This is an optimization exercise on Yosys and OpenROAD, whose aim is small area, not a production implementation. In this exercise RTL edits were held to simulation tests only and were not proved equivalent to the original. Power and IR drop assume default switching activity.

==> inputs of build 49 <==
==> flow/design.v <==
package efuse_ctrl_pkg;
  typedef enum logic [2:0] {
    ST_IDLE      = 3'b000,
    ST_IDLE_DONE = 3'b001,
    ST_AUTO      = 3'b010,    
    ST_SETUP     = 3'b100,
    ST_STROBE    = 3'b101,
    ST_CAPTURE   = 3'b110,
    ST_DONE      = 3'b111
  } efuse_state_e;
  localparam int unsigned REG_CTRL     = 32'h00;
  localparam int unsigned REG_STATUS   = 32'h01;
  localparam int unsigned REG_STRB_CFG = 32'h02;
  localparam int unsigned SHADOW_BASE  = 32'h80;
  localparam int unsigned STRB_MIN = 1;
  function automatic logic [3:0] strb_sanitize(input logic [3:0] v);
    strb_sanitize = (v == 4'd0) ? 4'(STRB_MIN) : v;
  endfunction
endpackage
module efuse_aoi222 (
  input  logic a1, a2, b1, b2, c1, c2,
  output logic y
);
  assign y = ~((a1 & a2) | (b1 & b2) | (c1 & c2));
endmodule
module efuse_nand2 (
  input  logic a, b,
  output logic y
);
  assign y = ~(a & b);
endmodule
module efuse_nor2 (
  input  logic a, b,
  output logic y
);
  assign y = ~(a | b);
endmodule
module efuse_sel128 (
  input  logic [127:0] d_i,
  input  logic [127:0] oh_i,
  output logic         y_o
);
  logic [43:0] n1;    
  logic [10:0] o2;    
  logic [2:0]  n3;
  for (genvar g = 0; g < 42; g++) begin : g_l1
    efuse_aoi222 u (.a1(d_i[3*g]),   .a2(oh_i[3*g]),
                    .b1(d_i[3*g+1]), .b2(oh_i[3*g+1]),
                    .c1(d_i[3*g+2]), .c2(oh_i[3*g+2]), .y(n1[g]));
  end
  efuse_nand2 u_l1_126 (.a(d_i[126]), .b(oh_i[126]), .y(n1[42]));
  efuse_nand2 u_l1_127 (.a(d_i[127]), .b(oh_i[127]), .y(n1[43]));
  always_comb begin
    for (int i = 0; i < 10; i++) o2[i] = ~&n1[4*i +: 4];
    o2[10] = ~&n1[43:40];
    n3[0] = ~|o2[3:0];
    n3[1] = ~|o2[7:4];
    n3[2] = ~|o2[10:8];
    y_o   = ~&n3;
  end
endmodule
module efuse_load_ctrl
#(
  parameter  int EFUSE_BIT      = 1024,
  parameter  int APB_ADDR_WIDTH = 8,
  parameter  int APB_DATA_WIDTH = 8,
  parameter  int STRB_DEF       = 4,
  parameter  int AUTO_LOAD      = 1,
  localparam int EA_W           = $clog2(EFUSE_BIT)
) (
  input  logic                      clk,
  input  logic                      rstn,
  input  logic                      psel,
  input  logic                      penable,
  input  logic                      pwrite,
  input  logic [APB_ADDR_WIDTH-1:0] paddr,
  input  logic [APB_DATA_WIDTH-1:0] pwdata,
  output logic [APB_DATA_WIDTH-1:0] prdata,
  output logic                      pready,
  output logic                      pslverr,
  output logic                      efuse_csb,
  output logic [EA_W-1:0]           efuse_addr,
  output logic                      efuse_strobe,
  input  logic                      efuse_dout,
  output logic                      busy,
  output logic                      load_done
);
  efuse_ctrl_pkg::efuse_state_e state_q, state_d;
  logic [EA_W-1:0]      addr_q, addr_d;
  logic [3:0]           cnt_q;        
  logic [3:0]           slen_q;       
  logic                 start_req;
  logic                 start;
  logic                 busy_w, done_w;
  logic [1023:0]        ring_q;       
  logic [7:0]           cur_q;        
  logic [7:0]           prev_q;       
  logic [6:0]           h_q;          
  logic                 loading;
  logic [6:0]           ncur, ncur_m1, pidx;
  logic [3:0]           pm;           
  logic                 ins;
  logic [6:0]           rn;
  logic [6:0]           rsel;
  logic [7:0]           ring_byte;
  logic [7:0]           sh_byte;
  logic                 sh_valid;
  logic [7:0]           pmask;
  function automatic logic [6:0] slot(input logic [6:0] n, input logic [3:0] m);
    logic [3:0] prod;
    logic [3:0] tz;
    prod = m * n[3:0];
    tz   = {~|m[3:0], ~|m[2:0], ~|m[1:0], ~m[0]};
    slot = {prod, 3'b000} | {{n[0], n[1], n[2], n[3]} & tz, n[6:4]};
  endfunction
  logic       access;
  logic [3:0] strb_q, strb_d;
  assign access   = psel & penable;
  always_comb begin
    prdata    = '0;
    pslverr   = 1'b0;
    start_req = 1'b0;
    strb_d    = strb_q;
    if (access) begin
      if (paddr == 8'(efuse_ctrl_pkg::REG_CTRL)) begin
        if (pwrite) start_req = pwdata[0] & ~busy_w;
      end else if (paddr == 8'(efuse_ctrl_pkg::REG_STATUS)) begin
        if (pwrite) pslverr = 1'b1;
        else        prdata  = {6'b0, done_w, busy_w};
      end else if (paddr == 8'(efuse_ctrl_pkg::REG_STRB_CFG)) begin
        if (pwrite) begin
          if (busy_w) pslverr = 1'b1;
          else        strb_d  = efuse_ctrl_pkg::strb_sanitize(pwdata[3:0]);
        end else begin
          prdata = {4'b0, strb_q};
        end
      end else if (paddr[7]) begin
        if (pwrite) begin
          pslverr = 1'b1;
        end else begin
          prdata  = sh_byte;
          pslverr = busy_w;
        end
      end else begin
        pslverr = 1'b1;
      end
    end
  end
  always_ff @(posedge clk or negedge rstn) begin
    if (!rstn) strb_q <= 4'(STRB_DEF);
    else       strb_q <= strb_d;
  end
  assign busy_w       = state_q[2];
  assign done_w       = (state_q == efuse_ctrl_pkg::ST_IDLE_DONE);
  assign pready       = 1'b1;
  assign efuse_csb    = ~state_q[2] | (state_q == efuse_ctrl_pkg::ST_DONE);
  assign efuse_strobe = (state_q == efuse_ctrl_pkg::ST_STROBE);
  assign efuse_addr   = addr_q;
  assign busy         = busy_w;
  assign load_done    = done_w;
  assign start = ~state_q[2] & (start_req | (state_q == efuse_ctrl_pkg::ST_AUTO));
  always_comb begin
    state_d = state_q;
    addr_d  = addr_q;
    case (state_q)
      efuse_ctrl_pkg::ST_SETUP:   state_d = efuse_ctrl_pkg::ST_STROBE;
      efuse_ctrl_pkg::ST_STROBE:  if (cnt_q == 4'd1) state_d = efuse_ctrl_pkg::ST_CAPTURE;
      efuse_ctrl_pkg::ST_CAPTURE: begin
        if (addr_q == EA_W'(EFUSE_BIT - 1)) begin
          state_d = efuse_ctrl_pkg::ST_DONE;
        end else begin
          addr_d  = addr_q + EA_W'(1);
          state_d = efuse_ctrl_pkg::ST_SETUP;
        end
      end
      efuse_ctrl_pkg::ST_DONE:    state_d = efuse_ctrl_pkg::ST_IDLE_DONE;
      default: begin
        if (start) begin
          addr_d  = '0;
          state_d = efuse_ctrl_pkg::ST_SETUP;
        end
      end
    endcase
  end
  always_ff @(posedge clk or negedge rstn) begin
    if (!rstn) begin
      state_q <= (AUTO_LOAD != 0) ? efuse_ctrl_pkg::ST_AUTO : efuse_ctrl_pkg::ST_IDLE;
      addr_q  <= '0;
    end else begin
      state_q <= state_d;
      addr_q  <= addr_d;
    end
  end
  always_ff @(posedge clk) begin
    if (start) slen_q <= strb_q;
  end
  always_ff @(posedge clk) begin
    if (state_q == efuse_ctrl_pkg::ST_SETUP) cnt_q <= slen_q;
    else                                     cnt_q <= cnt_q - 4'd1;
  end
  assign loading = state_q[2] & ~(state_q == efuse_ctrl_pkg::ST_DONE);
  assign ncur    = addr_q[9:3];
  assign ncur_m1 = ncur - 7'd1;
  assign pidx    = ncur_m1;
  assign pm      = slen_q + 4'd2;
  always_ff @(posedge clk) begin
    if (state_q == efuse_ctrl_pkg::ST_STROBE) cur_q[addr_q[2:0]] <= efuse_dout;
  end
  always_ff @(posedge clk) begin
    if ((state_q == efuse_ctrl_pkg::ST_CAPTURE) && (addr_q[2:0] == 3'd7) && (addr_q[9:3] != 7'd127)) prev_q <= cur_q;
  end
  always_ff @(posedge clk) begin
    if (start) h_q <= {4'd0 - (strb_q + 4'd2), 3'b000};
    else       h_q <= h_q + 7'd1;
  end
  assign ins = (h_q == slot(pidx, pm));
  always_ff @(posedge clk) begin
    ring_q <= {ring_q[1015:8], (ins ? prev_q : ring_q[7:0]), ring_q[1023:1016]};
  end
  assign rn        = paddr[6:0];
  assign rsel      = h_q - slot(rn, pm);
  logic [7:0]   sel_lo;    
  logic [15:0]  sel_hi;    
  logic [127:0] oh;
  always_comb begin
    for (int i = 0; i < 8; i++)  sel_lo[i] = (rsel[2:0] != 3'(i));
    for (int i = 0; i < 16; i++) sel_hi[i] = (rsel[6:3] != 4'(i));
  end
  for (genvar p = 0; p < 128; p++) begin : g_oh
    efuse_nor2 u_oh (.a(sel_hi[p / 8]), .b(sel_lo[p % 8]), .y(oh[p]));
  end
  for (genvar b = 0; b < 8; b++) begin : g_rd
    logic [127:0] col;
    for (genvar p = 0; p < 128; p++) begin : g_col
      assign col[p] = ring_q[8*p + b];
    end
    efuse_sel128 u_sel (.d_i(col), .oh_i(oh), .y_o(ring_byte[b]));
  end
  assign sh_valid  = (state_q[2] | state_q[0]) && (rn <= ncur);
  assign pmask     = {~loading, 7'b1111111 >> (3'd7 - addr_q[2:0])};
  always_comb begin
    if (!sh_valid)          sh_byte = '0;
    else if (rn == ncur)    sh_byte = cur_q & pmask;
    else if (rn == ncur_m1) sh_byte = prev_q;
    else                    sh_byte = ring_byte;
  end
endmodule
==> flow/flow/run.sh <==
#!/bin/bash
# Own layout flow: the standard ORFS flow (standard.sh) with these changes:
#  - synthesis runs the standard flow's own script (synth_recipe.tcl) unchanged, except that
#    ABC maps the logic with flow/abc_area.script (SAT-based deep synthesis
#    for area, then ORFS's usual mapper, no ABC buffering or gate sizing), and
#    the adders are left to ABC instead of ORFS's adder cell mapping. Registers
#    are mapped before ABC runs, so they are the standard synthesis's;
#  - the port buffers are plain buf_1 cells;
#  - the clock tree has no dummy loads, with sink clusters of up to 20 flops.
# The make output goes to flow_make.log; ORFS keeps each step's log in orfs/logs.
set -euo pipefail
here=$(pwd)
{
  echo "proc abc {args} {"
  echo "  set i [lsearch -exact \$args -script]"
  echo "  if {\$i >= 0} { lset args [expr {\$i + 1}] {$here/flow/abc_area.script} }"
  echo "  yosys abc {*}\$args"
  echo "}"
  cat synth_recipe.tcl
} > flow_synth.tcl
bash standard.sh \
  "SYNTH_SCRIPT=$here/flow_synth.tcl" 'ADDER_MAP_FILE=' \
  'BUFFER_PORTS_ARGS=-buffer_cell sky130_fd_sc_hd__buf_1' \
  'CTS_ARGS=-sink_clustering_enable -repair_clock_nets -dont_use_dummy_load -sink_clustering_size 20 -sink_clustering_max_diameter 60 -buf_list sky130_fd_sc_hd__clkbuf_8' \
  finish > flow_make.log 2>&1
==> flow/flow/abc_area.script <==
&get -n
&st
&deepsyn -T 30
&dch
&nf -R 1000
&put
topo
stime -c
==> flow/standard.sh <==
#!/bin/bash
# synth_recipe.tcl (not shown) runs the flow's synth.tcl, then flattens the netlist and writes it again
# the make line also repeats each setting of config.mk as NAME=value (left out here)
make -C /OpenROAD-flow-scripts/flow DESIGN_CONFIG=/design/flow/config.mk WORK_HOME=/design/flow/orfs CLKGATE_MAP_FILE= SYNTH_SCRIPT=/design/flow/synth_recipe.tcl "${@:-finish}"
==> flow/config.mk <==
export PLATFORM = sky130hd
export DESIGN_NAME = efuse_load_ctrl
export DESIGN_NICKNAME = efuse_load_ctrl
export VERILOG_FILES = /design/flow/design.v
export SDC_FILE = /design/flow/constraint.sdc
export NUM_CORES = 4
export LEC_CHECK = 0
export CAP_MARGIN = 0
export CORE_MARGIN = 2
export CORE_UTILIZATION = 45
export PLACE_DENSITY = 0.65
export SLEW_MARGIN = 0
export SYNTH_HIERARCHICAL = 1
export SYNTH_MINIMUM_KEEP_SIZE = 0
==> flow/constraint.sdc <==
create_clock -name core_clock -period 12.0 [get_ports {clk}]
set_input_delay 2.4000 -clock core_clock [delete_from_list [all_inputs] [get_ports {clk}]]
set_output_delay 2.4000 -clock core_clock [all_outputs]
set_load 0.01 [all_outputs]
==> inputs of build 55, as changes to build 49 <==
--- a/flow/design.v
+++ b/flow/design.v
@@ -207,13 +207,13 @@
     if (state_q == efuse_ctrl_pkg::ST_STROBE) cur_q[addr_q[2:0]] <= efuse_dout;
   end
   always_ff @(posedge clk) begin
-    if ((state_q == efuse_ctrl_pkg::ST_CAPTURE) && (addr_q[2:0] == 3'd7) && (addr_q[9:3] != 7'd127)) prev_q <= cur_q;
+    if ((state_q == efuse_ctrl_pkg::ST_CAPTURE) && (addr_q[2:0] == 3'd7)) prev_q <= cur_q;
   end
   always_ff @(posedge clk) begin
     if (start) h_q <= {4'd0 - (strb_q + 4'd2), 3'b000};
     else       h_q <= h_q + 7'd1;
   end
-  assign ins = (h_q == slot(pidx, pm));
+  assign ins = loading && (h_q == slot(pidx, pm));
   always_ff @(posedge clk) begin
     ring_q <= {ring_q[1015:8], (ins ? prev_q : ring_q[7:0]), ring_q[1023:1016]};
   end
@@ -241,7 +241,7 @@
   always_comb begin
     if (!sh_valid)          sh_byte = '0;
     else if (rn == ncur)    sh_byte = cur_q & pmask;
-    else if (rn == ncur_m1) sh_byte = prev_q;
+    else if (loading && (rn == ncur_m1)) sh_byte = prev_q;
     else                    sh_byte = ring_byte;
   end
 endmodule
==> flow/flow/run.sh (replaced) <==
#!/bin/bash
# Own layout flow: the standard ORFS flow with three changes:
#  - synthesis is the standard flow's own script (synth_recipe.tcl), but ABC maps the logic
#    with flow/abc_area.script: ORFS's speed script with a final area-recovery
#    mapping and without ABC's buffering and gate sizing (registers are mapped
#    before ABC runs, so they are the standard synthesis's);
#  - the port buffers are plain buf_1 cells;
#  - the clock tree has no dummy loads.
set -euo pipefail
here=$(pwd)
{
  echo "proc abc {args} {"
  echo "  set i [lsearch -exact \$args -script]"
  echo "  if {\$i >= 0} { lset args [expr {\$i + 1}] {$here/flow/abc_area.script} }"
  echo "  yosys abc {*}\$args"
  echo "}"
  cat synth_recipe.tcl
} > flow_synth.tcl
bash standard.sh \
  "SYNTH_SCRIPT=$here/flow_synth.tcl" 'ADDER_MAP_FILE=' \
  'BUFFER_PORTS_ARGS=-buffer_cell sky130_fd_sc_hd__buf_1' \
  'CTS_ARGS=-sink_clustering_enable -repair_clock_nets -dont_use_dummy_load -sink_clustering_size 18 -sink_clustering_max_diameter 60 -buf_list sky130_fd_sc_hd__clkbuf_8' \
  finish > flow_make.log 2>&1
==> results.txt <==
Build 49 completed with no timing, DRC or antenna violations. Build 55 produced a clean layout.
Against build 49, the clock-buffer cell count of build 55 is higher by 5.
Of build 55 and build 49, build 55 has the higher clock power (gap about 3%, measured against build 49).
In global-route usage, build 49 and build 55 hardly differ.
Via count is about the same in build 49 and build 55.
Sequential cell count is the same in build 55 and build 49.
Between build 55 and build 49, the lower hold slack is in build 49 (gap 0.043 ns).
Of build 55 and build 49, build 55 has the higher synthesized cell count (gap about 0.3%, measured against build 49).
Between build 55 and build 49, the lower sequential power is in build 55 (gap about 4%, measured against build 49).
Of build 49 and build 55, build 49 has the higher wire length (gap about 1.2%, measured against build 55).

afterwards: timing with drivers on the ports:
No port has a modelled driver above. Below, the same layouts with a new extraction and two added sets of constraints. Step 1 assumes that a clkbuf_16 drives the clock port and a buf_2 every other input. Step 2 moves the port delays by t, midway between the first and last clock arrival at a register: inputs arrive t later, outputs are due t later. That takes back most of the time a late clock gives input paths. a / b / c = ideal ports / drivers / drivers and shift; a / b = the first two.
run	t, ns	setup WS [ns]	worst hold slack (ns)	latest minus earliest clock arrival (ns)
build 49	0.699	1.539 / 1.500 / 1.500	0.276 / 0.276 / 0.276	0.090 / 0.089
build 55	0.703	1.109 / 1.084 / 1.084	0.319 / 0.319 / 0.319	0.066 / 0.066
After both steps setup and hold are still met in every run listed. For build 49, which loses most, drivers alone change the setup slack by -0.039 ns; drivers and shift together by -0.039 ns.
